What follows belongs to an exercise in optimizing a design on an open flow for small area, a short achievable clock period and few clock cycles per item; a production flow would make more cautious choices.
The RTL was checked by simulation tests, not by an equivalence proof against the original design.

==> flow/design.v <==
`timescale 1ns / 1ps
`default_nettype none
package dsoyc_pkg;
    localparam int unsigned WYear    = 14;
    localparam int unsigned WMonth   = 4;
    localparam int unsigned WDay     = 5;
    localparam int unsigned WHour    = 5;
    localparam int unsigned WMinute  = 6;
    localparam int unsigned WSecond  = 6;
    localparam int unsigned WSeconds = 25;
    localparam int unsigned WDayNum  = 9;
    localparam int unsigned WTod     = 17;
    localparam logic [WYear-1:0]    YearMax  = 14'd9999;
    localparam logic [WSeconds-1:0] SecsMax  = 25'd31708799;
    localparam logic [WDayNum-1:0]  LastDayCommon = 9'd365;
    localparam logic [WDayNum-1:0]  LastDayLeap   = 9'd366;
    localparam logic [14:0] Div25Mul  = 15'd20972;
    localparam int unsigned Div25Sh   = 19;
    localparam logic [18:0] Div675Mul = 19'd397683;
    localparam int unsigned Div675Sh  = 28;
    localparam logic [12:0] Div225Mul = 13'd4661;
    localparam int unsigned Div225Sh  = 20;
    localparam logic [14:0] Div15Mul  = 15'd17477;
    localparam int unsigned Div15Sh   = 18;
    localparam logic [WMonth-1:0] MonthJan = 4'd1;
    localparam logic [WMonth-1:0] MonthMar = 4'd3;
    localparam logic [WMonth-1:0] MonthDec = 4'd12;
    function automatic logic [WDayNum-1:0] month_offset(input logic [WMonth-1:0] m,
                                                        input logic leap);
        logic [WDayNum-1:0] o;
        case (m)
            4'd1:    o = 9'd0;
            4'd2:    o = 9'd31;
            4'd3:    o = 9'd59;
            4'd4:    o = 9'd90;
            4'd5:    o = 9'd120;
            4'd6:    o = 9'd151;
            4'd7:    o = 9'd181;
            4'd8:    o = 9'd212;
            4'd9:    o = 9'd243;
            4'd10:   o = 9'd273;
            4'd11:   o = 9'd304;
            4'd12:   o = 9'd334;
            default: o = 9'd0;
        endcase
        if (leap && (m >= MonthMar) && (m <= MonthDec)) begin
            o = o + 9'd1;
        end
        month_offset = o;
    endfunction
endpackage
`default_nettype wire
`timescale 1ns / 1ps
`default_nettype none
module date_seconds_of_year_converter_unit (
    input  logic                            i_clk,
    input  logic                            i_rst_n,
    input  logic                            i_in_valid,
    output logic                            o_in_ready,
    input  logic                            i_in_mode,
    input  logic [dsoyc_pkg::WYear-1:0]     i_in_year,
    input  logic [dsoyc_pkg::WMonth-1:0]    i_in_month,
    input  logic [dsoyc_pkg::WDay-1:0]      i_in_day,
    input  logic [dsoyc_pkg::WHour-1:0]     i_in_hour,
    input  logic [dsoyc_pkg::WMinute-1:0]   i_in_minute,
    input  logic [dsoyc_pkg::WSecond-1:0]   i_in_second,
    input  logic [dsoyc_pkg::WSeconds-1:0]  i_in_seconds,
    output logic                            o_out_valid,
    input  logic                            i_out_ready,
    output logic [dsoyc_pkg::WSeconds-1:0]  o_out_seconds,
    output logic [dsoyc_pkg::WMonth-1:0]    o_out_month,
    output logic [dsoyc_pkg::WDay-1:0]      o_out_day,
    output logic [dsoyc_pkg::WHour-1:0]     o_out_hour,
    output logic [dsoyc_pkg::WMinute-1:0]   o_out_minute,
    output logic [dsoyc_pkg::WSecond-1:0]   o_out_second,
    output logic                            o_out_range_error
);
    function automatic logic [8:0] offc(input logic [3:0] m);
        case (m)
            4'd2:    offc = 9'd31;
            4'd3:    offc = 9'd59;
            4'd4:    offc = 9'd90;
            4'd5:    offc = 9'd120;
            4'd6:    offc = 9'd151;
            4'd7:    offc = 9'd181;
            4'd8:    offc = 9'd212;
            4'd9:    offc = 9'd243;
            4'd10:   offc = 9'd273;
            4'd11:   offc = 9'd304;
            4'd12:   offc = 9'd334;
            default: offc = 9'd0;
        endcase
    endfunction
    logic r_v1, r_v2, r_v3;
    logic r_out_valid, r_out_nvalid;
    logic en;
    assign en         = !r_out_valid || i_out_ready;
    assign o_in_ready = r_out_nvalid || i_out_ready;
    logic        r1_mode;
    logic        r1_leap, r1_yerr;
    logic [25:0] r1_pay;
    logic [7:0]  r1_p;
    logic        r2_mode, r2_err, r2_leap;
    logic [25:0] r2_pay;
    logic        r3_mode, r3_err;
    logic [25:0] r3_pay;
    logic [25:0] r_o_f;
    logic        r_o_z0, r_o_z1;
    logic        r_o_err;
    logic [25:0] n1_pay;
    logic [7:0]  n1_p;
    logic [11:0] n1_qi;
    logic        n1_leap, n1_yerr;
    dsoyc_inv25 u_inv25 (.q(i_in_year[13:2]), .p(n1_qi));
    assign n1_leap = (i_in_year[1:0] == 2'b00) && ((n1_qi > 12'd163) || (i_in_year[3:2] == 2'b00));
    assign n1_yerr = (i_in_year > 14'd9999);
    assign n1_p   = 8'(i_in_seconds[24:18]) + 8'(i_in_seconds[24:19]) + 8'(i_in_seconds[24:22]) + 8'd6;
    assign n1_pay = i_in_mode ? {1'b0, i_in_seconds}
                              : {i_in_month, i_in_day, i_in_hour, i_in_minute, i_in_second};
    logic        n2_leap, n2_yerr, n2_err0, n2_err1, n2_err, n2_lm;
    logic [3:0]  n2_month;
    logic [4:0]  n2_day;
    logic [4:0]  n2_hour;
    logic [5:0]  n2_minute, n2_second;
    logic [8:0]  n2_dd;
    logic [16:0] n2_tod;
    logic [24:0] n2_secs;
    logic [8:0]  n2_dq;
    logic [25:0] n2_pay;
    dsoyc_tod   u_tod   (.h(n2_hour), .m(n2_minute), .s(n2_second), .t(n2_tod));
    dsoyc_div675 u_div675 (.x(n2_secs[24:7]), .p(r1_p), .q(n2_dq));
    always_comb begin
        n2_leap = r1_leap;
        n2_yerr = r1_yerr;
        {n2_month, n2_day, n2_hour, n2_minute, n2_second} = r1_pay;
        n2_err0 = n2_yerr || (n2_month == 4'd0) || (n2_month > 4'd12) || (n2_day == 5'd0) ||
                  (n2_hour > 5'd23) || (n2_minute > 6'd59) || (n2_second > 6'd59);
        n2_dd   = 9'(n2_day) + offc(n2_month);
        n2_lm   = n2_leap && (n2_month >= 4'd3);
        n2_secs = r1_pay[24:0];
        n2_err1 = n2_yerr || (n2_secs > 25'd31708799) || (!n2_leap && (n2_secs >= 25'd31622400));
        n2_err  = r1_mode ? n2_err1 : n2_err0;
        n2_pay  = r1_mode ? {n2_dq, ~n2_secs[16:7], n2_secs[6:0]} : {n2_dd, n2_tod};
    end
    logic [16:0] n3_tod;
    logic [8:0]  n3_dq;
    logic [6:0]  n3_low;
    logic        n3_lm;
    logic [17:0] n3_y;
    logic [12:1] n3_c;
    logic [3:0]  n3_mon;
    logic [4:0]  n3_dom;
    logic [25:0] n3_pay;
    assign n3_tod = r2_pay[16:0];
    assign n3_dq  = r2_pay[25:17];
    assign n3_low = r2_pay[6:0];
    assign n3_lm  = r2_leap && !r2_mode;
    dsoyc_mac675 u_mac675 (.a(r2_pay[25:17]), .c(n3_lm), .b(r2_pay[16:7]), .y(n3_y));
    always_comb begin
        n3_c[1]  = (n3_dq != 9'd0);
        n3_c[2]  = (n3_dq > 9'd31);
        n3_c[3]  = r2_leap ? (n3_dq > 9'd60)  : (n3_dq > 9'd59);
        n3_c[4]  = r2_leap ? (n3_dq > 9'd91)  : (n3_dq > 9'd90);
        n3_c[5]  = r2_leap ? (n3_dq > 9'd121) : (n3_dq > 9'd120);
        n3_c[6]  = r2_leap ? (n3_dq > 9'd152) : (n3_dq > 9'd151);
        n3_c[7]  = r2_leap ? (n3_dq > 9'd182) : (n3_dq > 9'd181);
        n3_c[8]  = r2_leap ? (n3_dq > 9'd213) : (n3_dq > 9'd212);
        n3_c[9]  = r2_leap ? (n3_dq > 9'd244) : (n3_dq > 9'd243);
        n3_c[10] = r2_leap ? (n3_dq > 9'd274) : (n3_dq > 9'd273);
        n3_c[11] = r2_leap ? (n3_dq > 9'd305) : (n3_dq > 9'd304);
        n3_c[12] = r2_leap ? (n3_dq > 9'd335) : (n3_dq > 9'd334);
        n3_mon = 4'd0;
        for (int i = 1; i <= 12; i++) begin
            if (n3_c[i]) n3_mon = 4'(i);
        end
        n3_dom  = n3_dq[4:0] - 5'(r2_leap && n3_c[3]);
        n3_pay = r2_mode ? {n3_mon, n3_dom, ~n3_y[9:0], n3_low[6:4], n3_low[3:0]}
                         : {1'b0, n3_y[17:10], ~n3_y[9:0], n3_tod[6:0]};
    end
    logic        c_mode, c_err;
    logic [25:0] c_pay;
    logic [3:0]  c_mon;
    logic [4:0]  c_dom;
    logic [4:0]  c_day;
    logic [12:0] c_u;
    logic [3:0]  c_low;
    logic [4:0]  c_h;
    logic [10:0] c_tm;
    assign c_mode = r3_mode;
    assign c_err  = r3_err;
    assign c_pay  = r3_pay;
    assign {c_mon, c_dom, c_u, c_low} = c_pay;
    dsoyc_div225 u_div225 (.u(c_u), .q(c_h));
    dsoyc_div15  u_div15  (.v({c_u, c_low[3:2]}), .q(c_tm));
    assign c_day = c_dom - 5'(offc(c_mon));
    always_ff @(posedge i_clk) begin
        if (!i_rst_n) begin
            r_v1        <= 1'b0;
            r_v2        <= 1'b0;
            r_v3        <= 1'b0;
            r_out_valid  <= 1'b0;
            r_out_nvalid <= 1'b1;
        end else begin
            if (en) begin
                r_v1        <= i_in_valid;
                r_v2        <= r_v1;
                r_v3        <= r_v2;
                r_out_valid  <= r_v3;
                r_out_nvalid <= !r_v3;
            end
        end
    end
    always_ff @(posedge i_clk) begin
        if (en) begin
            r1_mode <= i_in_mode;
            r1_leap <= n1_leap;
            r1_yerr <= n1_yerr;
            r1_pay  <= n1_pay;
            r1_p    <= n1_p;
            r2_mode <= r1_mode;
            r2_err  <= n2_err;
            r2_leap <= r1_mode ? n2_leap : n2_lm;
            r2_pay  <= n2_pay;
            r3_mode <= r2_mode;
            r3_err  <= r2_err;
            r3_pay  <= n3_pay;
            r_o_err <= c_err;
            r_o_z0  <= !c_err && !c_mode;
            r_o_z1  <= !c_err && c_mode;
            r_o_f   <= c_mode ? {c_mon, c_day, c_h, c_tm[5:0], c_u[1:0], c_low}
                              : {c_pay[25:17], ~c_pay[16:7], c_pay[6:0]};
        end
    end
    assign o_out_valid       = r_out_valid;
    assign o_out_seconds     = r_o_f[24:0] & {25{r_o_z0}};
    logic [5:0] o_mi;
    logic [3:0] o_rm;
    assign o_mi = r_o_f[11:6] + {r_o_f[15:12], 2'b00};
    assign o_rm = r_o_f[5:2] + r_o_f[9:6];
    assign {o_out_month, o_out_day, o_out_hour} = r_o_f[25:12] & {14{r_o_z1}};
    assign o_out_minute = o_mi & {6{r_o_z1}};
    assign o_out_second = {o_rm, r_o_f[1:0]} & {6{r_o_z1}};
    assign o_out_range_error = r_o_err;
endmodule
module dsoyc_div675 (input wire [17:0] x, input wire [7:0] p, output wire [20:12] q);
    wire t1;
    wire t2;
    wire t3;
    wire t4;
    wire t5;
    wire t6;
    wire t7;
    wire t8;
    wire t9;
    wire t10;
    wire t11;
    wire t12;
    wire t13;
    wire t14;
    wire t15;
    wire t16;
    wire t17;
    wire t18;
    wire t19;
    wire t20;
    wire t21;
    wire t22;
    wire t23;
    wire t24;
    wire t25;
    wire t26;
    wire t27;
    wire t28;
    wire t29;
    wire t30;
    wire t31;
    wire t32;
    wire t33;
    wire t34;
    wire t35;
    wire t36;
    wire t37;
    wire t38;
    wire t39;
    wire t40;
    wire t41;
    wire t42;
    wire t43;
    wire t44;
    wire t45;
    wire t46;
    wire t47;
    wire t48;
    wire t49;
    wire t50;
    wire t51;
    wire t52;
    wire t53;
    wire t54;
    wire t55;
    wire t56;
    wire t57;
    wire t58;
    wire t59;
    wire t60;
    wire t61;
    wire t62;
    wire t63;
    wire t64;
    wire t65;
    wire t66;
    wire t67;
    wire t68;
    wire t69;
    wire t70;
    wire t71;
    wire t72;
    wire t73;
    wire t74;
    wire t75;
    wire t76;
    wire t77;
    wire t78;
    wire t79;
    wire t80;
    wire t81;
    wire t82;
    wire t83;
    wire t84;
    wire t85;
    wire t86;
    wire t87;
    wire t88;
    wire t89;
    wire t90;
    wire t91;
    wire t92;
    wire t93;
    wire t94;
    wire t95;
    wire t96;
    wire [21:0] ra, rb, rs;
    assign t1 = x[11] ^ x[9];
    assign t2 = x[11] & x[9];
    assign t3 = x[12] ^ x[10] ^ x[6];
    assign t4 = (x[12] & x[10]) | (x[12] & x[6]) | (x[10] & x[6]);
    assign t5 = x[1] ^ x[0];
    assign t6 = x[1] & x[0];
    assign t7 = x[13] ^ x[11] ^ x[7];
    assign t8 = (x[13] & x[11]) | (x[13] & x[7]) | (x[11] & x[7]);
    assign t9 = x[2] ^ x[1] ^ p[3];
    assign t10 = (x[2] & x[1]) | (x[2] & p[3]) | (x[1] & p[3]);
    assign t11 = x[14] ^ x[12] ^ x[8];
    assign t12 = (x[14] & x[12]) | (x[14] & x[8]) | (x[12] & x[8]);
    assign t13 = x[3] ^ x[2] ^ p[4];
    assign t14 = (x[3] & x[2]) | (x[3] & p[4]) | (x[2] & p[4]);
    assign t15 = x[15] ^ x[13] ^ x[9];
    assign t16 = (x[15] & x[13]) | (x[15] & x[9]) | (x[13] & x[9]);
    assign t17 = x[4] ^ x[3] ^ p[5];
    assign t18 = (x[4] & x[3]) | (x[4] & p[5]) | (x[3] & p[5]);
    assign t19 = x[16] ^ x[14] ^ x[10];
    assign t20 = (x[16] & x[14]) | (x[16] & x[10]) | (x[14] & x[10]);
    assign t21 = x[5] ^ x[4] ^ p[6];
    assign t22 = (x[5] & x[4]) | (x[5] & p[6]) | (x[4] & p[6]);
    assign t23 = x[17] ^ x[15] ^ x[11];
    assign t24 = (x[17] & x[15]) | (x[17] & x[11]) | (x[15] & x[11]);
    assign t25 = x[6] ^ x[5] ^ p[7];
    assign t26 = (x[6] & x[5]) | (x[6] & p[7]) | (x[5] & p[7]);
    assign t27 = x[16] ^ x[12] ^ x[7];
    assign t28 = (x[16] & x[12]) | (x[16] & x[7]) | (x[12] & x[7]);
    assign t29 = x[17] ^ x[13];
    assign t30 = x[17] & x[13];
    assign t31 = x[10] ^ x[8];
    assign t32 = x[10] & x[8];
    assign t33 = t1 ^ x[5] ^ x[0];
    assign t34 = (t1 & x[5]) | (t1 & x[0]) | (x[5] & x[0]);
    assign t35 = t2 ^ t3 ^ t5;
    assign t36 = (t2 & t3) | (t2 & t5) | (t3 & t5);
    assign t37 = t4 ^ t6 ^ t7;
    assign t38 = (t4 & t6) | (t4 & t7) | (t6 & t7);
    assign t39 = t8 ^ t10 ^ t11;
    assign t40 = (t8 & t10) | (t8 & t11) | (t10 & t11);
    assign t41 = t12 ^ t14 ^ t15;
    assign t42 = (t12 & t14) | (t12 & t15) | (t14 & t15);
    assign t43 = t16 ^ t18 ^ t19;
    assign t44 = (t16 & t18) | (t16 & t19) | (t18 & t19);
    assign t45 = t20 ^ t22 ^ t23;
    assign t46 = (t20 & t22) | (t20 & t23) | (t22 & t23);
    assign t47 = t24 ^ t26 ^ t27;
    assign t48 = (t24 & t26) | (t24 & t27) | (t26 & t27);
    assign t49 = t28 ^ t29 ^ x[8];
    assign t50 = (t28 & t29) | (t28 & x[8]) | (t29 & x[8]);
    assign t51 = t30 ^ x[14] ^ x[9];
    assign t52 = (t30 & x[14]) | (t30 & x[9]) | (x[14] & x[9]);
    assign t53 = x[15] ^ x[10];
    assign t54 = x[15] & x[10];
    assign t55 = x[16] ^ x[11];
    assign t56 = x[16] & x[11];
    assign t57 = x[17] ^ x[12];
    assign t58 = x[17] & x[12];
    assign t59 = t31 ^ x[4];
    assign t60 = t31 & x[4];
    assign t61 = t32 ^ t33 ^ p[1];
    assign t62 = (t32 & t33) | (t32 & p[1]) | (t33 & p[1]);
    assign t63 = t34 ^ t35 ^ p[2];
    assign t64 = (t34 & t35) | (t34 & p[2]) | (t35 & p[2]);
    assign t65 = t36 ^ t37 ^ t9;
    assign t66 = (t36 & t37) | (t36 & t9) | (t37 & t9);
    assign t67 = t38 ^ t39 ^ t13;
    assign t68 = (t38 & t39) | (t38 & t13) | (t39 & t13);
    assign t69 = t40 ^ t41 ^ t17;
    assign t70 = (t40 & t41) | (t40 & t17) | (t41 & t17);
    assign t71 = t42 ^ t43 ^ t21;
    assign t72 = (t42 & t43) | (t42 & t21) | (t43 & t21);
    assign t73 = t44 ^ t45 ^ t25;
    assign t74 = (t44 & t45) | (t44 & t25) | (t45 & t25);
    assign t75 = t46 ^ t47 ^ x[6];
    assign t76 = (t46 & t47) | (t46 & x[6]) | (t47 & x[6]);
    assign t77 = t48 ^ t49 ^ x[7];
    assign t78 = (t48 & t49) | (t48 & x[7]) | (t49 & x[7]);
    assign t79 = t50 ^ t51 ^ x[8];
    assign t80 = (t50 & t51) | (t50 & x[8]) | (t51 & x[8]);
    assign t81 = t52 ^ t53 ^ x[9];
    assign t82 = (t52 & t53) | (t52 & x[9]) | (t53 & x[9]);
    assign t83 = t54 ^ t55 ^ x[10];
    assign t84 = (t54 & t55) | (t54 & x[10]) | (t55 & x[10]);
    assign t85 = t56 ^ t57 ^ x[11];
    assign t86 = (t56 & t57) | (t56 & x[11]) | (t57 & x[11]);
    assign t87 = t58 ^ x[13] ^ x[12];
    assign t88 = (t58 & x[13]) | (t58 & x[12]) | (x[13] & x[12]);
    assign t89 = x[14] ^ x[13];
    assign t90 = x[14] & x[13];
    assign t91 = x[15] ^ x[14];
    assign t92 = x[15] & x[14];
    assign t93 = x[16] ^ x[15];
    assign t94 = x[16] & x[15];
    assign t95 = x[17] ^ x[16];
    assign t96 = x[17] & x[16];
    assign ra = {1'b0, 1'b0, t96, t94, t92, t90, t88, t86, t84, t82, t80, t78, t76, t74, t72, t70, t68, t66, t64, t62, t60, t59};
    assign rb = {1'b0, 1'b0, x[17], t95, t93, t91, t89, t87, t85, t83, t81, t79, t77, t75, t73, t71, t69, t67, t65, t63, t61, p[0]};
    assign rs = ra + rb;
    assign q = rs[20:12];
endmodule
module dsoyc_div225 (input wire [12:0] u, output wire [13:9] q);
    wire t1;
    wire t2;
    wire t3;
    wire t4;
    wire t5;
    wire t6;
    wire t7;
    wire t8;
    wire t9;
    wire t10;
    wire t11;
    wire t12;
    wire t13;
    wire t14;
    wire t15;
    wire t16;
    wire t17;
    wire t18;
    wire t19;
    wire t20;
    wire t21;
    wire t22;
    wire t23;
    wire t24;
    wire t25;
    wire t26;
    wire t27;
    wire t28;
    wire t29;
    wire t30;
    wire t31;
    wire t32;
    wire t33;
    wire t34;
    wire t35;
    wire t36;
    wire t37;
    wire t38;
    wire t39;
    wire t40;
    wire t41;
    wire t42;
    wire t43;
    wire t44;
    wire t45;
    wire t46;
    wire t47;
    wire t48;
    wire t49;
    wire t50;
    wire t51;
    wire t52;
    wire t53;
    wire t54;
    wire [14:0] ra, rb, rs;
    assign t1 = u[9] ^ u[7];
    assign t2 = u[9] & u[7];
    assign t3 = u[10] ^ u[8] ^ u[7];
    assign t4 = (u[10] & u[8]) | (u[10] & u[7]) | (u[8] & u[7]);
    assign t5 = u[3] ^ u[0];
    assign t6 = u[3] & u[0];
    assign t7 = u[11] ^ u[9] ^ u[8];
    assign t8 = (u[11] & u[9]) | (u[11] & u[8]) | (u[9] & u[8]);
    assign t9 = u[4] ^ u[1];
    assign t10 = u[4] & u[1];
    assign t11 = u[12] ^ u[10] ^ u[9];
    assign t12 = (u[12] & u[10]) | (u[12] & u[9]) | (u[10] & u[9]);
    assign t13 = u[5] ^ u[2];
    assign t14 = u[5] & u[2];
    assign t15 = u[11] ^ u[10] ^ u[6];
    assign t16 = (u[11] & u[10]) | (u[11] & u[6]) | (u[10] & u[6]);
    assign t17 = u[12] ^ u[11];
    assign t18 = u[12] & u[11];
    assign t19 = t1 ^ u[6];
    assign t20 = t1 & u[6];
    assign t21 = t2 ^ t3 ^ t5;
    assign t22 = (t2 & t3) | (t2 & t5) | (t3 & t5);
    assign t23 = t4 ^ t6 ^ t7;
    assign t24 = (t4 & t6) | (t4 & t7) | (t6 & t7);
    assign t25 = t8 ^ t10 ^ t11;
    assign t26 = (t8 & t10) | (t8 & t11) | (t10 & t11);
    assign t27 = t12 ^ t14 ^ t15;
    assign t28 = (t12 & t14) | (t12 & t15) | (t14 & t15);
    assign t29 = t16 ^ t17 ^ u[7];
    assign t30 = (t16 & t17) | (t16 & u[7]) | (t17 & u[7]);
    assign t31 = t18 ^ u[12] ^ u[8];
    assign t32 = (t18 & u[12]) | (t18 & u[8]) | (u[12] & u[8]);
    assign t33 = t19 ^ u[2];
    assign t34 = t19 & u[2];
    assign t35 = t20 ^ t21 ^ 1'b1;
    assign t36 = (t20 & t21) | (t20 & 1'b1) | (t21 & 1'b1);
    assign t37 = t22 ^ t23 ^ t9;
    assign t38 = (t22 & t23) | (t22 & t9) | (t23 & t9);
    assign t39 = t24 ^ t25 ^ t13;
    assign t40 = (t24 & t25) | (t24 & t13) | (t25 & t13);
    assign t41 = t26 ^ t27 ^ u[3];
    assign t42 = (t26 & t27) | (t26 & u[3]) | (t27 & u[3]);
    assign t43 = t28 ^ t29 ^ u[4];
    assign t44 = (t28 & t29) | (t28 & u[4]) | (t29 & u[4]);
    assign t45 = t30 ^ t31 ^ u[5];
    assign t46 = (t30 & t31) | (t30 & u[5]) | (t31 & u[5]);
    assign t47 = t32 ^ u[9] ^ u[6];
    assign t48 = (t32 & u[9]) | (t32 & u[6]) | (u[9] & u[6]);
    assign t49 = u[10] ^ u[7];
    assign t50 = u[10] & u[7];
    assign t51 = u[11] ^ u[8];
    assign t52 = u[11] & u[8];
    assign t53 = u[12] ^ u[9];
    assign t54 = u[12] & u[9];
    assign ra = {1'b0, u[12], u[11], t54, t52, t50, t48, t46, t44, t42, t40, t38, t36, t34, t33};
    assign rb = {1'b0, 1'b0, 1'b0, u[10], t53, t51, t49, t47, t45, t43, t41, t39, t37, t35, 1'b1};
    assign rs = ra + rb;
    assign q = rs[13:9];
endmodule
module dsoyc_div15 (input wire [14:0] v, output wire [16:6] q);
    wire t1;
    wire t2;
    wire t3;
    wire t4;
    wire t5;
    wire t6;
    wire t7;
    wire t8;
    wire t9;
    wire t10;
    wire t11;
    wire t12;
    wire t13;
    wire t14;
    wire t15;
    wire t16;
    wire t17;
    wire t18;
    wire t19;
    wire t20;
    wire t21;
    wire t22;
    wire t23;
    wire t24;
    wire t25;
    wire t26;
    wire t27;
    wire t28;
    wire t29;
    wire t30;
    wire t31;
    wire t32;
    wire t33;
    wire t34;
    wire t35;
    wire t36;
    wire t37;
    wire t38;
    wire t39;
    wire t40;
    wire t41;
    wire t42;
    wire t43;
    wire t44;
    wire t45;
    wire t46;
    wire [17:0] ra, rb, rs;
    assign t1 = v[12] ^ v[8];
    assign t2 = v[12] & v[8];
    assign t3 = v[13] ^ v[9];
    assign t4 = v[13] & v[9];
    assign t5 = v[14] ^ v[10];
    assign t6 = v[14] & v[10];
    assign t7 = t1 ^ v[4];
    assign t8 = t1 & v[4];
    assign t9 = t2 ^ t3 ^ v[5];
    assign t10 = (t2 & t3) | (t2 & v[5]) | (t3 & v[5]);
    assign t11 = t4 ^ t5 ^ v[6];
    assign t12 = (t4 & t5) | (t4 & v[6]) | (t5 & v[6]);
    assign t13 = t6 ^ v[11] ^ v[7];
    assign t14 = (t6 & v[11]) | (t6 & v[7]) | (v[11] & v[7]);
    assign t15 = v[12] ^ v[8];
    assign t16 = v[12] & v[8];
    assign t17 = v[13] ^ v[9];
    assign t18 = v[13] & v[9];
    assign t19 = v[14] ^ v[10];
    assign t20 = v[14] & v[10];
    assign t21 = v[10] ^ v[6];
    assign t22 = v[10] & v[6];
    assign t23 = v[11] ^ v[7] ^ v[3];
    assign t24 = (v[11] & v[7]) | (v[11] & v[3]) | (v[7] & v[3]);
    assign t25 = t7 ^ v[0] ^ 1'b1;
    assign t26 = (t7 & v[0]) | (t7 & 1'b1) | (v[0] & 1'b1);
    assign t27 = t8 ^ t9 ^ v[1];
    assign t28 = (t8 & t9) | (t8 & v[1]) | (t9 & v[1]);
    assign t29 = t10 ^ t11 ^ v[2];
    assign t30 = (t10 & t11) | (t10 & v[2]) | (t11 & v[2]);
    assign t31 = t12 ^ t13 ^ v[3];
    assign t32 = (t12 & t13) | (t12 & v[3]) | (t13 & v[3]);
    assign t33 = t14 ^ t15 ^ v[4];
    assign t34 = (t14 & t15) | (t14 & v[4]) | (t15 & v[4]);
    assign t35 = t16 ^ t17 ^ v[5];
    assign t36 = (t16 & t17) | (t16 & v[5]) | (t17 & v[5]);
    assign t37 = t18 ^ t19 ^ v[6];
    assign t38 = (t18 & t19) | (t18 & v[6]) | (t19 & v[6]);
    assign t39 = t20 ^ v[11] ^ v[7];
    assign t40 = (t20 & v[11]) | (t20 & v[7]) | (v[11] & v[7]);
    assign t41 = v[12] ^ v[8];
    assign t42 = v[12] & v[8];
    assign t43 = v[13] ^ v[9];
    assign t44 = v[13] & v[9];
    assign t45 = v[14] ^ v[10];
    assign t46 = v[14] & v[10];
    assign ra = {1'b0, v[14], v[13], v[12], t46, t44, t42, t40, t38, t36, t34, t32, t30, t28, t26, t24, t22, t21};
    assign rb = {1'b0, 1'b0, 1'b0, 1'b0, v[11], t45, t43, t41, t39, t37, t35, t33, t31, t29, t27, t25, t23, v[2]};
    assign rs = ra + rb;
    assign q = rs[16:6];
endmodule
module dsoyc_tod (input wire [4:0] h, input wire [5:0] m, input wire [5:0] s, output wire [16:0] t);
    wire t1;
    wire t2;
    wire t3;
    wire t4;
    wire t5;
    wire t6;
    wire t7;
    wire t8;
    wire t9;
    wire t10;
    wire t11;
    wire t12;
    wire t13;
    wire t14;
    wire t15;
    wire t16;
    wire t17;
    wire t18;
    wire t19;
    wire t20;
    wire t21;
    wire t22;
    wire t23;
    wire t24;
    wire t25;
    wire t26;
    wire t27;
    wire t28;
    wire t29;
    wire t30;
    wire [16:0] ra, rb, rs;
    assign t1 = ~m[0] ^ s[2];
    assign t2 = ~m[0] & s[2];
    assign t3 = ~m[1] ^ s[3];
    assign t4 = ~m[1] & s[3];
    assign t5 = h[0] ^ ~m[2] ^ s[4];
    assign t6 = (h[0] & ~m[2]) | (h[0] & s[4]) | (~m[2] & s[4]);
    assign t7 = h[1] ^ ~m[3] ^ s[5];
    assign t8 = (h[1] & ~m[3]) | (h[1] & s[5]) | (~m[3] & s[5]);
    assign t9 = h[2] ^ m[0] ^ ~m[4];
    assign t10 = (h[2] & m[0]) | (h[2] & ~m[4]) | (m[0] & ~m[4]);
    assign t11 = h[3] ^ m[1] ^ ~m[5];
    assign t12 = (h[3] & m[1]) | (h[3] & ~m[5]) | (m[1] & ~m[5]);
    assign t13 = h[4] ^ m[2] ^ 1'b1;
    assign t14 = (h[4] & m[2]) | (h[4] & 1'b1) | (m[2] & 1'b1);
    assign t15 = ~h[0] ^ m[3];
    assign t16 = ~h[0] & m[3];
    assign t17 = ~h[1] ^ m[4];
    assign t18 = ~h[1] & m[4];
    assign t19 = ~h[2] ^ m[5];
    assign t20 = ~h[2] & m[5];
    assign t21 = h[0] ^ ~h[3];
    assign t22 = h[0] & ~h[3];
    assign t23 = h[1] ^ ~h[4];
    assign t24 = h[1] & ~h[4];
    assign t25 = h[2] ^ 1'b1;
    assign t26 = h[2] & 1'b1;
    assign t27 = h[3] ^ 1'b1;
    assign t28 = h[3] & 1'b1;
    assign t29 = h[4] ^ 1'b1;
    assign t30 = h[4] & 1'b1;
    assign ra = {t28, t26, t24, t22, t20, t18, t16, t14, t12, t10, t8, t6, t4, t2, t1, s[1], s[0]};
    assign rb = {t29, t27, t25, t23, t21, t19, t17, t15, t13, t11, t9, t7, t5, t3, 1'b1, 1'b0, 1'b0};
    assign rs = ra + rb;
    assign t = rs[16:0];
endmodule
module dsoyc_mac675 (input wire [8:0] a, input wire [0:0] c, input wire [9:0] b, output wire [17:0] y);
    wire t1;
    wire t2;
    wire t3;
    wire t4;
    wire t5;
    wire t6;
    wire t7;
    wire t8;
    wire t9;
    wire t10;
    wire t11;
    wire t12;
    wire t13;
    wire t14;
    wire t15;
    wire t16;
    wire t17;
    wire t18;
    wire t19;
    wire t20;
    wire t21;
    wire t22;
    wire t23;
    wire t24;
    wire t25;
    wire t26;
    wire t27;
    wire t28;
    wire t29;
    wire t30;
    wire t31;
    wire t32;
    wire t33;
    wire t34;
    wire t35;
    wire t36;
    wire t37;
    wire t38;
    wire t39;
    wire t40;
    wire t41;
    wire t42;
    wire t43;
    wire t44;
    wire t45;
    wire t46;
    wire t47;
    wire t48;
    wire t49;
    wire t50;
    wire t51;
    wire t52;
    wire t53;
    wire t54;
    wire t55;
    wire t56;
    wire t57;
    wire t58;
    wire t59;
    wire t60;
    wire t61;
    wire t62;
    wire t63;
    wire t64;
    wire t65;
    wire t66;
    wire t67;
    wire t68;
    wire t69;
    wire t70;
    wire t71;
    wire t72;
    wire t73;
    wire t74;
    wire t75;
    wire t76;
    wire [17:0] ra, rb, rs;
    assign t1 = a[5] ^ a[4];
    assign t2 = a[5] & a[4];
    assign t3 = a[6] ^ a[5];
    assign t4 = a[6] & a[5];
    assign t5 = a[7] ^ a[6] ^ a[2];
    assign t6 = (a[7] & a[6]) | (a[7] & a[2]) | (a[6] & a[2]);
    assign t7 = a[0] ^ c[0];
    assign t8 = a[0] & c[0];
    assign t9 = a[8] ^ a[7] ^ a[3];
    assign t10 = (a[8] & a[7]) | (a[8] & a[3]) | (a[7] & a[3]);
    assign t11 = a[1] ^ b[8];
    assign t12 = a[1] & b[8];
    assign t13 = a[8] ^ a[4] ^ a[2];
    assign t14 = (a[8] & a[4]) | (a[8] & a[2]) | (a[4] & a[2]);
    assign t15 = a[0] ^ c[0] ^ b[9];
    assign t16 = (a[0] & c[0]) | (a[0] & b[9]) | (c[0] & b[9]);
    assign t17 = a[5] ^ a[3];
    assign t18 = a[5] & a[3];
    assign t19 = a[1] ^ a[0];
    assign t20 = a[1] & a[0];
    assign t21 = a[2] ^ a[1];
    assign t22 = a[2] & a[1];
    assign t23 = a[3] ^ a[2];
    assign t24 = a[3] & a[2];
    assign t25 = a[4] ^ a[3];
    assign t26 = a[4] & a[3];
    assign t27 = t1 ^ a[0] ^ c[0];
    assign t28 = (t1 & a[0]) | (t1 & c[0]) | (a[0] & c[0]);
    assign t29 = t2 ^ t3 ^ a[1];
    assign t30 = (t2 & t3) | (t2 & a[1]) | (t3 & a[1]);
    assign t31 = t4 ^ t5 ^ t7;
    assign t32 = (t4 & t5) | (t4 & t7) | (t5 & t7);
    assign t33 = t6 ^ t8 ^ t9;
    assign t34 = (t6 & t8) | (t6 & t9) | (t8 & t9);
    assign t35 = t10 ^ t12 ^ t13;
    assign t36 = (t10 & t12) | (t10 & t13) | (t12 & t13);
    assign t37 = t14 ^ t16 ^ t17;
    assign t38 = (t14 & t16) | (t14 & t17) | (t16 & t17);
    assign t39 = t18 ^ a[6] ^ a[4];
    assign t40 = (t18 & a[6]) | (t18 & a[4]) | (a[6] & a[4]);
    assign t41 = a[7] ^ a[5];
    assign t42 = a[7] & a[5];
    assign t43 = a[8] ^ a[6];
    assign t44 = a[8] & a[6];
    assign t45 = a[0] ^ c[0];
    assign t46 = a[0] & c[0];
    assign t47 = t19 ^ c[0] ^ b[1];
    assign t48 = (t19 & c[0]) | (t19 & b[1]) | (c[0] & b[1]);
    assign t49 = t20 ^ t21 ^ b[2];
    assign t50 = (t20 & t21) | (t20 & b[2]) | (t21 & b[2]);
    assign t51 = t22 ^ t23 ^ b[3];
    assign t52 = (t22 & t23) | (t22 & b[3]) | (t23 & b[3]);
    assign t53 = t24 ^ t25 ^ b[4];
    assign t54 = (t24 & t25) | (t24 & b[4]) | (t25 & b[4]);
    assign t55 = t26 ^ t27 ^ b[5];
    assign t56 = (t26 & t27) | (t26 & b[5]) | (t27 & b[5]);
    assign t57 = t28 ^ t29 ^ b[6];
    assign t58 = (t28 & t29) | (t28 & b[6]) | (t29 & b[6]);
    assign t59 = t30 ^ t31 ^ b[7];
    assign t60 = (t30 & t31) | (t30 & b[7]) | (t31 & b[7]);
    assign t61 = t32 ^ t33 ^ t11;
    assign t62 = (t32 & t33) | (t32 & t11) | (t33 & t11);
    assign t63 = t34 ^ t35 ^ t15;
    assign t64 = (t34 & t35) | (t34 & t15) | (t35 & t15);
    assign t65 = t36 ^ t37 ^ a[1];
    assign t66 = (t36 & t37) | (t36 & a[1]) | (t37 & a[1]);
    assign t67 = t38 ^ t39 ^ a[2];
    assign t68 = (t38 & t39) | (t38 & a[2]) | (t39 & a[2]);
    assign t69 = t40 ^ t41 ^ a[3];
    assign t70 = (t40 & t41) | (t40 & a[3]) | (t41 & a[3]);
    assign t71 = t42 ^ t43 ^ a[4];
    assign t72 = (t42 & t43) | (t42 & a[4]) | (t43 & a[4]);
    assign t73 = t44 ^ a[7] ^ a[5];
    assign t74 = (t44 & a[7]) | (t44 & a[5]) | (a[7] & a[5]);
    assign t75 = a[8] ^ a[6];
    assign t76 = a[8] & a[6];
    assign ra = {a[8], t76, t74, t72, t70, t68, t66, t64, t62, t60, t58, t56, t54, t52, t50, t48, t46, t45};
    assign rb = {1'b0, a[7], t75, t73, t71, t69, t67, t65, t63, t61, t59, t57, t55, t53, t51, t49, t47, b[0]};
    assign rs = ra + rb;
    assign y = rs[17:0];
endmodule
module dsoyc_inv25 (input wire [11:0] q, output wire [11:0] p);
    wire t1;
    wire t2;
    wire t3;
    wire t4;
    wire t5;
    wire t6;
    wire t7;
    wire t8;
    wire t9;
    wire t10;
    wire t11;
    wire t12;
    wire t13;
    wire t14;
    wire t15;
    wire t16;
    wire t17;
    wire t18;
    wire t19;
    wire t20;
    wire [11:0] ra, rb, rs;
    assign t1 = q[11] ^ q[8];
    assign t2 = q[11] & q[8];
    assign t3 = q[10] ^ q[7];
    assign t4 = q[10] & q[7];
    assign t5 = t1 ^ q[6] ^ q[1];
    assign t6 = (t1 & q[6]) | (t1 & q[1]) | (q[6] & q[1]);
    assign t7 = q[5] ^ q[2];
    assign t8 = q[5] & q[2];
    assign t9 = q[6] ^ q[3] ^ q[1];
    assign t10 = (q[6] & q[3]) | (q[6] & q[1]) | (q[3] & q[1]);
    assign t11 = q[7] ^ q[4] ^ q[2];
    assign t12 = (q[7] & q[4]) | (q[7] & q[2]) | (q[4] & q[2]);
    assign t13 = q[8] ^ q[5] ^ q[3];
    assign t14 = (q[8] & q[5]) | (q[8] & q[3]) | (q[5] & q[3]);
    assign t15 = q[9] ^ q[6] ^ q[4];
    assign t16 = (q[9] & q[6]) | (q[9] & q[4]) | (q[6] & q[4]);
    assign t17 = t3 ^ q[5] ^ q[0];
    assign t18 = (t3 & q[5]) | (t3 & q[0]) | (q[5] & q[0]);
    assign t19 = t4 ^ t5 ^ q[0];
    assign t20 = (t4 & t5) | (t4 & q[0]) | (t5 & q[0]);
    assign ra = {t18, t16, t14, t12, t10, t8, t7, q[4], q[3], q[2], q[1], q[0]};
    assign rb = {t19, t17, t15, t13, t11, t9, q[0], q[1], q[0], 1'b0, 1'b0, 1'b0};
    assign rs = ra + rb;
    assign p = rs[11:0];
endmodule
`default_nettype wire
==> flow/flow/run.sh <==
#!/bin/bash
# The standard layout with these changes:
#  - the port buffers are sky130_fd_sc_hd__buf_1 cells;
#  - synthesis runs the standard flow's synthesis script with yosys's synth called with -noabc
#    as well (flow/synth.tcl), so the generic abc pass does not restructure the
#    carry-save adders before they are mapped to full and half adder cells.
#    Registers are inferred exactly as in the standard synthesis;
#  - extra ORFS settings: TNS_END_PERCENT=20
set -euo pipefail
here=$(pwd)
sed -e 's|SETUP_SLACK_MARGIN=5 |SETUP_SLACK_MARGIN=5 BUFFER_PORTS_ARGS="-buffer_cell sky130_fd_sc_hd__buf_1" TNS_END_PERCENT=20 |' \
    -e "s|SYNTH_SCRIPT=[^ ]*|SYNTH_SCRIPT=$here/flow/synth.tcl|" standard.sh > standard_b.sh
bash standard_b.sh > standard.log 2>&1
==> flow/flow/synth.tcl <==
proc synth {args} { yosys synth -nofsm -noshare -noabc {*}$args }
source $::env(SCRIPTS_DIR)/synth.tcl
# left out here: clear keep_hierarchy, flatten, clean up, hide names made inside functions, write 1_2_yosys.v
==> flow/standard.sh <==
#!/bin/bash
# synth_recipe.tcl (not shown) runs the flow's synth.tcl, then flattens the netlist and writes it again
# the make line also repeats each setting of config.mk as NAME=value (left out here)
make -C /OpenROAD-flow-scripts/flow DESIGN_CONFIG=/design/flow/config.mk WORK_HOME=/design/flow/orfs CLKGATE_MAP_FILE= SYNTH_SCRIPT=/design/flow/synth_recipe.tcl "${@:-finish}"
==> flow/config.mk <==
export PLATFORM = sky130hd
export DESIGN_NAME = date_seconds_of_year_converter_unit
export DESIGN_NICKNAME = date_seconds_of_year_converter_unit
export VERILOG_FILES = /design/flow/design.v
export SDC_FILE = /design/flow/constraint.sdc
export NUM_CORES = 4
export LEC_CHECK = 0
export CAP_MARGIN = 20
export CORE_MARGIN = 2
export CORE_UTILIZATION = 40
export SETUP_SLACK_MARGIN = 5
export SLEW_MARGIN = 20
==> flow/constraint.sdc <==
create_clock -name core_clock -period 9.0 [get_ports {i_clk}]
set_input_delay 1.8000 -clock core_clock [delete_from_list [all_inputs] [get_ports {i_clk}]]
set_output_delay 1.8000 -clock core_clock [all_outputs]
set_load 0.01 [all_outputs]
==> flow_summary_export.csv, run 1 <==
group,metric,value,unit
status,status,"complete, no violations",
cts,clk_latency,0.43,ns
floorplan,design.core.area,32600,µm²
timing,setup_viol,0,
timing,worstMarginPinSlew,0.873,ns
routing,via_per_inst,5.22,
timing,skew,0.0157,ns
finish,final-seq-area,3790,µm²
floorplan,pin_count,124,
routing,ant_nets,0,
min_path,min_path_type,"reg -> reg",
setup_path,crit_fanout,2,
cts,cts_hold_buf,0,
finish,multiInputGateArea,9300,µm²
cts,cts_tree,"done",
setup_path,critPathArrivalTime,2.25,ns
floorplan,initial_utilization,40.7,%
yosys,syn_area_per_cell,10.9,µm²
cts,cts_buffers,17,
timing,holdWs,0.422,ns
routing,routed_wl,30.3,mm
floorplan,die_y,186,µm
timing,setup_slack,4.95,ns
routing,num_vias,9739,
setup_path,worst-r2r-setup-slack,5.07,ns
setup_path,required,7.20,ns
yosys,ys_types,65,
place,dp_hpwl,22.2,mm
setup_path,worstSetupStartpointType,"input port",
timing,slew_headroom,41.7,%
yosys,yosys_warnings,1,
timing,rsz0062_at_grt,"true",
floorplan,die-area,34700,µm²
yosys,synth_fa_ha_area_share,36.2,%
finish,antenna_cells,0,
grt,grt_max_degree,87,
run,drv_cap,0,
yosys,synthMuxAreaShare,3.63,%
timing,final_max_slew_viol_count,0,
finish,drive_gt1_share,14.1,%
setup_path,critPathKind,"in -> out",
timing,layout_min_cycle_time,4.05,ns
yosys,synth_fp_nets,1608,
cts,cts_buffer_depth,2,
place,io_buffers,123,
routing,dr.first_iter.drc_count,534,
setup_path,setup.worst_path.end_class,"output pin",
yosys,synthCells,1217,
cts,cts_sinks,128,
grt,grt_pass1_wl,49.4,mm
yosys,yosysSeqAreaShare,28.6,%
place,place.gp.congestion,0.903,
yosys,synth_top_family_by_area,"adder cells",
grt,grtUsageTotal,18.2,%
cts,ctsRootBufferMaster,"clkbuf_16",
floorplan,die_w,186,µm
finish,num-nets-final,1800,
yosys,synthSimpleGateAreaFrac,10.8,%
yosys,synthArstFlopShare,0,%
timing,fin_crit_sh,45.0,%
yosys,synth_top_flop_cell,"edfxtp_1",
finish,fillerInstances,3025,
cts,cts-htree-levels,4,
routing,drc_errors,0,
timing,finalHoldViolations,0,
routing,drt_pre_antenna_iters,7,
yosys,synth_xor_area_share,4.62,%
grt,antenna_found_initial,0,
timing,fin_tns_setup,0,ns
routing,wl_per_cell,16.2,µm
yosys,ys_seq_elements,128,
finish,synthToLayoutAreaGrowth,17.8,%
grt,overflow,0,
place,pre_cts_slack,4.29,ns
cts,path_clk_slew,0.06,ns
yosys,synth_area,13300,µm²
grt,grt_pass1_vias,9715,
timing,fmax,247,MHz
yosys,synth_compound_area_share,12.9,%
floorplan,placementRows,66,
yosys,synth_edf_count,123,
[layer usage]
layer,GRT usage (%),vias up,routed length (µm)
li1,-,4772,-
met1,23.4,4654,13500
met2,31.9,265,15000
met3,2.73,48,1190
met4,5.26,0,618
met5,0,-,0
[final cells by class]
cell class | instances | area share, %
clock buffers | 17 | 2.72
clock inverters | 15 | 0.960
inverters | 91 | 2.21
multi-input cells | 973 | 59.5
flip-flops and latches | 128 | 24.3
well taps | 442 | 3.54
repair buffers | 198 | 6.83
[final timing paths]
check | from | to | cells past startpoint
hold reg to reg | r2_pay[5] | r3_pay[5] | 0
setup / recovery | i_out_ready | o_in_ready | 3
setup reg to reg | r2_pay[17] | r3_pay[22] | 12
hold / removal | r2_pay[5] | r3_pay[5] | 0
[flip-flops by register name, summed over array words and instances, names as in the netlist, 8 cells and up]
register / count
r3_pay: 26
r1_pay: 26
r_o_f: 26
r1_p: 8
r2_pay: 26
[critical path, cell delays in order]
cell and delay, ns:
buf_8 0.09, or2_4 0.23, buf_6 0.12
[stage by stage]
| step | std cells | util (%) | instance area, µm² |
|---|---|---|---|
| 4_1_cts | 1846 | 46.9 | 15300 |
| 3_5_place_dp | 1759 | 43.6 | 14200 |
| 3_3_place_gp | 1759 | 43.6 | 14200 |
| 6_report | 1864 | 47.9 | 15600 |
| 5_1_grt | 1864 | 47.9 | 15600 |
| 2_1_floorplan | 1217 | - | 13300 |
[cells in the final DEF (no fill, tap or decap), drive strengths merged, types with 5 or more instances in the layout]
cell,n
o211ai,5
fa,105
buf,194
or2,5
nor2,59
o31a,6
mux2i,11
a21boi,7
nor3,18
clkinvlp,5
nor2b,14
nand4,12
a41oi,5
clkbuf,21
xor2,24
a21o,19
a21oi,83
and2,55
ha,216
a31o,5
o22ai,6
a211o,5
a211oi,8
nor3b,5
inv,98
edfxtp,123
xnor2,46
nand2,52
nand2b,10
a31oi,11
dfxtp,5
o21a,9
o21ai,47
nand3,28
mux2,33
o21bai,12
[synth_stat cells, types with 7 or more instances]
cell | number | share of area [%]
clkbuf_1 | 24 | 0.68
xnor2_1 | 46 | 3.0
and2_1 | 55 | 2.6
o21bai_1 | 12 | 0.68
nand3_1 | 28 | 1.1
o21a_1 | 9 | 0.51
fa_1 | 105 | 16
nor3_1 | 18 | 0.68
nand2_1 | 52 | 1.5
a31oi_1 | 11 | 0.52
a21oi_1 | 83 | 3.1
nor2b_1 | 14 | 0.66
o21ai_0 | 46 | 1.7
mux2_2 | 33 | 2.8
nand2b_1 | 10 | 0.47
edfxtp_1 | 123 | 28
xor2_1 | 24 | 1.6
ha_1 | 216 | 20
a21boi_0 | 7 | 0.40
nor2_1 | 59 | 1.7
inv_1 | 91 | 2.6
nand4_1 | 12 | 0.57
a21o_1 | 19 | 1.1
mux2i_1 | 11 | 0.83
a211oi_1 | 8 | 0.45
[cells by family (layout without fill, tap and decap cells)]
| group | after synthesis | after routing |
|---|---|---|
| xor gates and xnor gates | 70 | 70 |
| DFF | 128 | 128 |
| buffers and inverters | 116 | 321 |
| adders and majority gates | 321 | 321 |
| and+or+nand+nor | 279 | 279 |
| muxes | 44 | 44 |
| AOI/OAI and AO/OA | 259 | 259 |
[timing repair]
| action | 4_1_cts | 5_1_grt |
|---|---|---|
| endpoints found under the setup margin | 19 | 19 |
| setup buffers | 55 | 17 |
| pin swaps | 6 | 44 |
| resized for setup | 16 | 45 |
Testbench counts, summed over its fixed seeds: cycles 24,032, items 24,000.
==> inputs of run 2 (changes only) <==
--- a/flow/flow/run.sh
+++ b/flow/flow/run.sh
@@ -6,8 +6,8 @@
 #    carry-save adders before they are mapped to full and half adder cells.
 #    Registers are inferred exactly as in the standard synthesis;
-#  - extra ORFS settings: TNS_END_PERCENT=20
+#  - extra ORFS settings: CORE_UTILIZATION=50
 set -euo pipefail
 here=$(pwd)
-sed -e 's|SETUP_SLACK_MARGIN=5 |SETUP_SLACK_MARGIN=5 BUFFER_PORTS_ARGS="-buffer_cell sky130_fd_sc_hd__buf_1" TNS_END_PERCENT=20 |' \
+sed -e 's|SETUP_SLACK_MARGIN=5 |SETUP_SLACK_MARGIN=5 BUFFER_PORTS_ARGS="-buffer_cell sky130_fd_sc_hd__buf_1" CORE_UTILIZATION=50 |' \
     -e "s|SYNTH_SCRIPT=[^ ]*|SYNTH_SCRIPT=$here/flow/synth.tcl|" standard.sh > standard_b.sh
 bash standard_b.sh > standard.log 2>&1
==> run 2 against run 1 <==
Critical path depth is the same. Routed wire length down 1.6%. Critical path type unchanged. Clock-buffer cell count unchanged. Sequential share of layout area rose by 0.30 points. Final cell count shrank 5.5%. Fmax up 0.22%. Synthesized cell count stayed put. Highest routed layer unchanged. Non-clock buffer count grew 5. Area after synthesis unchanged. Still clean on timing, DRC and antenna. Worst setup slack improved by 0.0089 ns.
==> flow_summary_export.csv, run 2 <==
group,metric,value,unit
place,io_buffers,123,
setup_path,endpoint,"o_in_ready",
cts,clk_latency,0.43,ns
setup_path,worstSetupStartpointType,"input port",
place,dp_hpwl,21.9,mm
yosys,yosys_warnings,1,
yosys,synthCells,1217,
setup_path,setup.worst_path.end_class,"output pin",
finish,multiInputGateArea,9210,µm²
floorplan,pin_count,124,
grt,grtUsageTotal,22.0,%
yosys,synth_top_flop_cell,"edfxtp_1",
cts,ctsRootBufferMaster,"clkbuf_16",
floorplan,die-area,27900,µm²
timing,final_max_slew_viol_count,0,
yosys,ys_seq_elements,128,
timing,layout_min_cycle_time,4.04,ns
yosys,synth_top_area_cell,"edfxtp_1",
yosys,synth_most_common_cell,"ha_1",
timing,setup_slack,4.96,ns
routing,ant_nets,0,
setup_path,startpoint,"i_out_ready",
routing,top_layer,"met4",
yosys,synth_fp_nets,1608,
grt,overflow,0,
timing,holdWs,0.416,ns
timing,setup_viol,0,
finish,synthToLayoutAreaGrowth,16.3,%
place,place.gp.congestion,0.904,
grt,grt_pass1_vias,9988,
cts,cts-htree-levels,4,
timing,fin_crit_sh,44.9,%
routing,dr.first_iter.drc_count,514,
yosys,synth_area,13300,µm²
cts,cts_buffers,17,
yosys,synth_common_cells,"ha_1 (216), edfxtp_1 (123), fa_1 (105), inv_1 (91), a21oi_1 (83)",
min_path,min_from,"r2_pay[2]",
setup_path,cpMostUsedCell,"buf_6",
setup_path,critical-path-top-delay-family,"buffers and inverters",
timing,fin_tns_setup,0,ns
yosys,synth_top_cells_by_area,"edfxtp_1 (28%), ha_1 (20%), fa_1 (16%), a21oi_1 (3.1%), xnor2_1 (3.0%)",
run,drv_cap,0,
timing,skew,0.0159,ns
setup_path,r2r-end,"r2_pay[24]",
cts,cts_tree,"done",
setup_path,required,7.20,ns
grt,grt_pass1_wl,49.4,mm
floorplan,die_w,167,µm
routing,wl_met2,14.8,mm
grt,grt_max_degree,77,
timing,finalHoldViolations,0,
yosys,synthArstFlopShare,0,%
routing,wl_met3,1.19,mm
cts,path_clk_slew,0.07,ns
floorplan,placementRows,59,
setup_path,rr_startpoint,"r1_pay[19]",
setup_path,worst-path-buf-inv,2,
place,post-place-cells,1654,
timing,worstMarginPinSlew,0.939,ns
setup_path,worst_path_largest_cell_delay,0.22,ns
finish,stdcell_count,1762,
floorplan,die_y,167,µm
setup_path,path_cells,"buf_6, or2_4, buf_6",
finish,drive_gt1_share,13.9,%
routing,drc_errors,0,
setup_path,r2r.worst_path.cells,13,
setup_path,crit_fanout,2,
yosys,synth_edf_count,123,
floorplan,initial_utilization,51.0,%
routing,drt-met1-wl,13.2,mm
grt,antenna_found_initial,0,
timing,fmax,248,MHz
cts,cts_sinks,128,
yosys,syn_area_per_cell,10.9,µm²
yosys,yosysSeqAreaShare,28.6,%
cts,cts_buffer_depth,2,
status,status,"complete, no violations",
routing,drt_pre_antenna_iters,5,
min_path,min_path_type,"reg -> reg",
finish,layout_commonest_cell,"ha_1",
finish,fillerInstances,2216,
finish,antenna_cells,0,
timing,rsz0062_at_grt,"true",
finish,final-seq-area,3790,µm²
routing,num_vias,9699,
setup_path,critPathArrivalTime,2.24,ns
finish,num-nets-final,1805,
setup_path,critPathKind,"in -> out",
yosys,ys_types,65,
routing,routed_wl,29.8,mm
setup_path,slowest_stage,"or2_4",
finish,layout_common_cells,"ha_1 (213), edfxtp_1 (123), buf_1 (115), fa_1 (103), inv_1 (85)",
setup_path,worst-r2r-setup-slack,5.03,ns
timing,slew_headroom,37.4,%
setup_path,path_depth,3,
routing,via_per_inst,5.50,
floorplan,design.core.area,26100,µm²
routing,wl_per_cell,16.9,µm
yosys,yosysTopAreaCellShare,27.8,%
place,pre_cts_slack,4.46,ns
==> run 2: cell counts after synthesis <==
No cell type changed its count.
==> run 2: logic make-up after synthesis <==
logic type | Yosys count | share of synthesized area [%]
adder cells (fa/ha/maj) | 321 | 36.2
AND/OR/NAND/NOR | 279 | 10.8
AO/OA/AOI/OAI | 259 | 12.9
flip-flops | 128 | 28.6
buffers and inverters | 116 | 3.28
XOR/XNOR | 70 | 4.62
multiplexers | 44 | 3.63
==> run 2: area by class of cell <==
| class | count | area share (%) |
|---|---|---|
| Clock buffer | 17 | 2.75 |
| Multi-Input combinational cell | 973 | 59.6 |
| Tap cell | 335 | 2.71 |
| Timing Repair Buffer | 203 | 7.11 |
| Inverter | 91 | 2.26 |
| Clock inverter | 15 | 0.956 |
| Sequential cell | 128 | 24.6 |
==> run 2: worst min path at each step <==
stage / to / cells after the start
5_1_grt: r3_pay[2] / 0
2_1_floorplan: r3_err / 0
3_3_place_gp: r3_pay[4] / 0
3_5_place_dp: r3_pay[2] / 0
6_report: r3_pay[2] / 0
4_1_cts: r3_pay[2] / 0
==> run 2: routing by layer <==
metal / up-vias / GRT usage [%]
met1: 4622 / 28.4
met2: 240 / 38.6
met3: 55 / 2.97
li1: 4782 / -
met5: - / 0
met4: 0 / 6.60
==> run 2: metrics by stage <==
step / utilization, % / instance area, µm²
after detailed placement: 54.1 / 14100
after global routing: 59.3 / 15400
after floorplan: - / 13300
final: 59.3 / 15400
after CTS: 58.0 / 15100
after global placement: 54.1 / 14100
==> run 2: what timing repair did <==
action                     in CTS  in global routing
pin swaps                       6                 29
hold endpoints to repair        0                  0
setup endpoints to repair      19                 19
hold buffers                    0                  0
buffers inserted               50                 26
gates resized for setup        17                 38
==> inputs of run 3 (changes only) <==
==> flow/flow/run.sh (replaced) <==
#!/bin/bash
# The standard layout with these changes:
#  - the port buffers are sky130_fd_sc_hd__buf_1 cells;
#  - the setup repair aims at a slack margin of 5.2 ns;
#  - synthesis runs the standard flow's synthesis script with yosys's synth called with -noabc
#    as well (flow/synth.tcl), so the generic abc pass does not restructure the
#    carry-save adders before they are mapped to full and half adder cells.
#    Registers are inferred exactly as in the standard synthesis.
set -euo pipefail
here=$(pwd)
sed -e 's|SETUP_SLACK_MARGIN=5 |SETUP_SLACK_MARGIN=5.2 BUFFER_PORTS_ARGS="-buffer_cell sky130_fd_sc_hd__buf_1" |' \
    -e "s|SYNTH_SCRIPT=[^ ]*|SYNTH_SCRIPT=$here/flow/synth.tcl|" standard.sh > standard_b.sh
bash standard_b.sh > standard.log 2>&1
==> run 3 against run 2 <==
Area after synthesis is the same. Sequential share of layout area shrank 0.79 points. Final cell count grew 6.9%. First-iteration DRC count shrank 2.5%. Clock-buffer cell count grew 2. Routed wire length grew 1.9%. Critical path type unchanged. Largest cell class unchanged.
==> flow_summary_export.csv, run 3 <==
group,metric,value,unit
routing,wl_per_cell,16.1,µm
cts,cts_hold_buf,0,
cts,clk_latency,0.43,ns
floorplan,initial_utilization,40.7,%
place,placed_area,14300,µm²
yosys,synth_top_cells_by_area,"edfxtp_1 (28%), ha_1 (20%), fa_1 (16%), a21oi_1 (3.1%), xnor2_1 (3.0%)",
routing,dr.first_iter.drc_count,501,
grt,antenna_found_initial,0,
cts,cts_buffer_depth,2,
grt,overflow,0,
floorplan,die_y,186,µm
timing,setup_slack,4.97,ns
cts,cts_buffers,17,
setup_path,setup.worst_path.end_class,"output pin",
setup_path,critPathArrivalTime,2.23,ns
finish,fillerInstances,2980,
timing,final_max_slew_viol_count,0,
yosys,syn_area_per_cell,10.9,µm²
yosys,yosysSeqAreaShare,28.6,%
floorplan,pin_count,124,
floorplan,die-area,34700,µm²
timing,setup_viol,0,
yosys,synth_area,13300,µm²
finish,num-nets-final,1819,
finish,layout_common_cells,"ha_1 (200), edfxtp_1 (123), buf_1 (112), fa_1 (96), inv_1 (85)",
place,dp_hpwl,21.8,mm
setup_path,slowest_stage,"or2_4",
routing,wl_met3,1.07,mm
cts,cts_sinks,128,
timing,slew_headroom,36.9,%
setup_path,path_cells,"buf_8, or2_4, buf_6",
routing,ant_nets,0,
yosys,synth_top_area_cell,"edfxtp_1",
timing,fin_crit_sh,44.8,%
setup_path,crit_fanout,2,
routing,drc_errors,0,
routing,via_per_inst,5.19,
yosys,yosysTopAreaCellShare,27.8,%
timing,skew,0.0120,ns
finish,layout_commonest_cell,"ha_1",
yosys,synth_most_common_cell,"ha_1",
floorplan,placementRows,66,
min_path,min_path_type,"reg -> reg",
finish,fin_area,16000,µm²
cts,path_clk_slew,0.06,ns
timing,worstMarginPinSlew,0.941,ns
routing,routed_wl,30.4,mm
place,io_buffers,123,
yosys,synthCells,1217,
setup_path,required,7.20,ns
yosys,synth_edf_count,123,
cts,ctsRootBufferMaster,"clkbuf_16",
cts,cts_tree,"done",
floorplan,die_w,186,µm
finish,finalCoreUtilization,48.9,%
yosys,synth_common_cells,"ha_1 (216), edfxtp_1 (123), fa_1 (105), inv_1 (91), a21oi_1 (83)",
yosys,synthArstFlopShare,0,%
timing,fin_tns_setup,0,ns
timing,layout_min_cycle_time,4.03,ns
setup_path,critPathKind,"in -> out",
routing,drt_pre_antenna_iters,5,
routing,top_layer,"met4",
grt,grt_pass1_vias,9746,
yosys,yosys_warnings,1,
finish,multiInputGateArea,9450,µm²
grt,grt_max_degree,87,
finish,drive_gt1_share,17.0,%
setup_path,worst_path_largest_cell_delay,0.22,ns
routing,wl_met2,15.0,mm
finish,antenna_cells,0,
timing,rsz0062_at_grt,"true",
cts,cts-htree-levels,4,
timing,fmax,248,MHz
yosys,synth_fp_nets,1608,
yosys,ys_seq_elements,128,
place,place.gp.congestion,0.906,
run,drv_cap,0,
finish,synthToLayoutAreaGrowth,20.2,%
finish,final-seq-area,3790,µm²
status,status,"complete, no violations",
grt,grtUsageTotal,18.1,%
floorplan,design.core.area,32600,µm²
setup_path,worstSetupStartpointType,"input port",
yosys,synth_top_flop_cell,"edfxtp_1",
timing,finalHoldViolations,0,
yosys,ys_types,65,
routing,drt-met1-wl,13.6,mm
place,pre_cts_slack,4.53,ns
routing,num_vias,9772,
grt,grt_pass1_wl,49.1,mm
## run 3: cell count changes in the layout (fill, tap and decap cells not counted), moves of 7 or more
cell,before,now
fa_1,103,96
fa_2,2,9
ha_4,1,11
ha_1,213,200
## run 3: per-layer routing
metal | vias up | global-route usage, %
met5 | - | 0
met4 | 0 | 6.27
met3 | 55 | 2.65
met2 | 240 | 31.5
met1 | 4672 | 23.0
li1 | 4805 | -
## run 3: cell type report
cell class                      count  area share [%]
Multi-Input combinational cell    973            59.2
Sequential cell                   128            23.8
Timing Repair Buffer              216            7.75
Tap cell                          442            3.47
Clock buffer                       19            2.71
Inverter                           91            2.16
Clock inverter                     13           0.886
Timing Repair inverter              1          0.0314
## run 3: logic make-up after synthesis
| family | synth area share (%) |
|---|---|
| simple gates | 10.8 |
| flops | 28.6 |
| mux | 3.63 |
| xor+xnor | 4.62 |
| fa+ha+maj | 36.2 |
| compound gates | 12.9 |
| buf+inv | 3.28 |
## run 3: metrics by stage
| step | instances | hold slack [ns] |
|---|---|---|
| finish | 1883 | 0.418 |
| detailed placement | 1760 | 0.405 |
| global route | 1883 | 0.427 |
| CTS | 1856 | 0.419 |
| global placement | 1760 | 0.404 |
| floorplan | 1217 | 0.400 |
## run 3: path summary, 6_finish.rpt
check,startpoint,endpoint,slack [ns],cells after the start
hold / removal,r3_pay[0],r_o_f[0],0.42,0
hold reg to reg,r3_pay[0],r_o_f[0],0.42,0
setup / recovery,i_out_ready,o_in_ready,4.97,3
setup reg to reg,r1_pay[17],r2_pay[24],5.12,13
## run 3: timing repair
action                                  in CTS  in global routing
endpoints found under the setup margin      25                 72
pin swaps                                   33                 56
hold endpoints to repair                     0                  0
resized for setup                           40                 50
cloned                                       0                  1
setup buffers                               64                 25
## run 3: critical path, delay by kind of cell
kind	cells	cell delay (ns)
and+or+nand+nor	1	0.22
buffers and inverters	2	0.21

-- what the ideal ports hide --
Ports are ideal in the flow. The routed layouts listed here were re-timed in OpenROAD. Step 1 assumes that a clkbuf_16 drives the clock port and a buf_2 every other input. Step 2, shift: input delay + t, output delay - t, t = (earliest + latest rising clock arrival at the registers) / 2. This alone moves slack from input paths to output paths. Slacks: ideal ports / drivers / drivers and shift; pairs: ideal ports / drivers.
run | t (ns) | slack for setup (ns) | worst register clock-pin slew, ns
run 1 | 0.470 | 4.954 / 4.915 / 4.673 | 0.07 / 0.07
run 2 | 0.467 | 4.963 / 4.927 / 4.682 | 0.07 / 0.07
run 3 | 0.474 | 4.972 / 4.934 / 4.761 | 0.06 / 0.06
After both steps every run listed still meets setup and hold.
